This design comes from an exercise in tuning for a short achievable clock period and few clock cycles on the open sky130 flow, not from production work. In this exercise RTL edits were held to simulation tests only and were not proved equivalent to the original. Power figures rest on the tool's default switching activity, not on a simulated workload.

== run A ==
==> flow/design.v (excerpt) <==
module mm_stream_engine #(
    parameter int N          = 4,
    parameter int DW         = 8,
    parameter int BRAM_DEPTH = 32
) (
    input  logic                                      clk,
    input  logic                                      rst,
    input  logic                                      start,
    input  logic [$clog2(BRAM_DEPTH):0]               rows,
    output logic                                      busy,
    output logic                                      done,
    output logic                                      b_rd_en,
    output logic [$clog2(N)-1:0]                      b_rd_addr,
    input  logic [N*DW-1:0]                           b_rd_data,
    output logic                                      a_rd_en,
    output logic [$clog2(BRAM_DEPTH)-1:0]             a_rd_addr,
    input  logic [N*DW-1:0]                           a_rd_data,
    output logic                                      c_wr_en,
    output logic [$clog2(BRAM_DEPTH)-1:0]             c_wr_addr,
    output logic [N*(2*DW+$clog2(N))-1:0]             c_wr_data
);
Size in the first run: ~1,300 flip-flops, about 160 I/O pins, ~65,000 sq um of cells after synthesis.
Settings: LEC_CHECK=0, ABC_CLOCK_PERIOD_IN_PS=2300, CAP_MARGIN=20, CORE_MARGIN=2, CORE_UTILIZATION=30, PLACE_DENSITY=0.4, SETUP_SLACK_MARGIN=4.15, SLEW_MARGIN=20; clock period 6.5 ns.
run.sh (not shown) runs the stock make flow with config.mk's settings and CLKGATE_MAP_FILE= SYNTH_SCRIPT=/design/flow/synth_recipe.tcl, a recipe that flattens the netlist after the stock synthesis.
Run A: PASS, flow complete, no timing, DRC or antenna violations
Testbench counts of run A, summed over its fixed seeds: cycles 2,878.
--- input diff run A..run B ---
- PLACE_DENSITY changed from 0.4 to 0.6
- CORE_UTILIZATION changed from 30 to 50
- Worst-case headroom to the max-slew limit: run B worse than run A
- Summary of run B over run A: aggregate routed wire length now smaller; sequential share of cell area saw an increase; cell count moved down; clock-buffer cell count has decreased.
- Sum of negative setup slack across run A and run B: no real change.
Modified inputs, run C compared to run B
- CORE_UTILIZATION changed from 50 to 45
- SETUP_SLACK_MARGIN changed from 4.15 to 4.0
- PLACE_DENSITY changed from 0.6 to 0.55
Results
Final weighted congestion in routability-driven placement (run C over run B): decrease, 4.9%. In run C, the growth of design area from synthesis to finish came out 3.1 points below the value in run B. Comparing run C against run B, there is no change at all in async set-or-reset flop fraction in the synthesized netlist. The higher period utilization came out of run C. Between run B and run C, the flow reports post-route met1 wirelength decreasing slightly. Compared with run B, run C shows time the final worst path needs with I/O delays and setup higher by 0.063 ns.


Starting RTL as in the previous note.
Settings: LEC_CHECK=0, ABC_CLOCK_PERIOD_IN_PS=2300, CAP_MARGIN=20, CORE_MARGIN=2, CORE_UTILIZATION=45, CTS_CLUSTER_DIAMETER=300, CTS_CLUSTER_SIZE=20, PLACE_DENSITY=0.55, SETUP_SLACK_MARGIN=4.15, SLEW_MARGIN=20; clock period 6.5 ns.
Testbench counts at the start, summed over its fixed seeds: cycles 2,878.
Then changed:
- CORE_UTILIZATION: 45 -> 40
- CTS_CLUSTER_DIAMETER: 300 -> 400
- PLACE_DENSITY: 0.55 -> 0.5
Effect: The changed run finished with timing, DRC and antenna clean; clock power rises by about 1%; critical path depth stays the same; setup slack improves by 0.010 ns; combinational power stays flat; final area stays flat; die area rises by 12%.
Then changed:
- CTS_CLUSTER_DIAMETER: 400 -> unset
- CTS_CLUSTER_SIZE: 20 -> unset
After rerunning: The changed run completed with no timing, DRC or antenna violations; via count rose by 1.9%; cell area climbs by 4.4%; total power increases by 14%; setup slack loses 0.076 ns; flip-flop and latch count is unchanged.
Then changed:
- CTS_CLUSTER_DIAMETER: unset -> 300
- CTS_CLUSTER_SIZE: unset -> 16
=> The changed run completed with no timing, DRC or antenna violations; final area drops by 3.3%; routed wire length decreases by 0.97%; final cell count decreases by 1.5%; fmax increases by 2.1%; via count decreases by 1.2%; setup slack improves by 0.054 ns; global-route usage goes down by 0.21 points; total power shrinks by 10%; die area does not change; area after synthesis does not change; flip-flop and latch count is unchanged.
Then changed:
- CTS_CLUSTER_SIZE: 16 -> 20
The changed run finished with timing, DRC and antenna clean.
Setup slack is better by 0.022 ns.
Wire length decreases by 0.99%.
Hold slack gains 0.0087 ns.

what the ideal ports hide:
No port has a modelled driver above. Below, the same layouts with a new extraction and two added sets of constraints.
Step 1, drivers: a clkbuf_16 drives clk and a buf_2 each remaining input, both assumed.
Step 2, shift: input delay + t, output delay - t, t = (earliest + latest rising clock arrival at the registers) / 2. This alone moves slack from input paths to output paths.
a / b / c = ideal / step 1 / step 2; a / b = the first two.
| run | t, ns | setup WS [ns] | worst hold slack (ns) | worst setup path at the end | pins driven straight from the clock port |
|---|---|---|---|---|---|
| run A | 0.885 | 3.842 / 3.756 / 3.230 | 0.320 / 0.320 / 0.320 | input to register | 1 |
| run B | 0.871 | 3.875 / 3.791 / 3.250 | 0.311 / 0.311 / 0.311 | input to register | 1 |
| run C | 0.881 | 3.812 / 3.730 / 3.150 | 0.309 / 0.309 / 0.309 | input to register | 1 |
| the first run of note 2 | 0.794 | 3.940 / 3.857 / 3.294 | 0.320 / 0.320 / 0.320 | input to register | 1 |
| the second run of note 2 | 0.784 | 3.950 / 3.869 / 3.291 | 0.321 / 0.321 / 0.321 | input to register | 1 |
| the third run of note 2 | 0.855 | 3.874 / 3.793 / 3.264 | 0.313 / 0.313 / 0.313 | input to register | 1 |
| the fourth run of note 2 | 0.803 | 3.928 / 3.846 / 3.290 | 0.312 / 0.312 / 0.312 | input to register | 1 |
| the fifth run of note 2 | 0.784 | 3.950 / 3.869 / 3.291 | 0.321 / 0.321 / 0.321 | input to register | 1 |
After both steps setup and hold are still met in every run listed. For run C, which loses most, drivers alone change the setup slack by -0.082 ns; drivers and shift together by -0.662 ns.
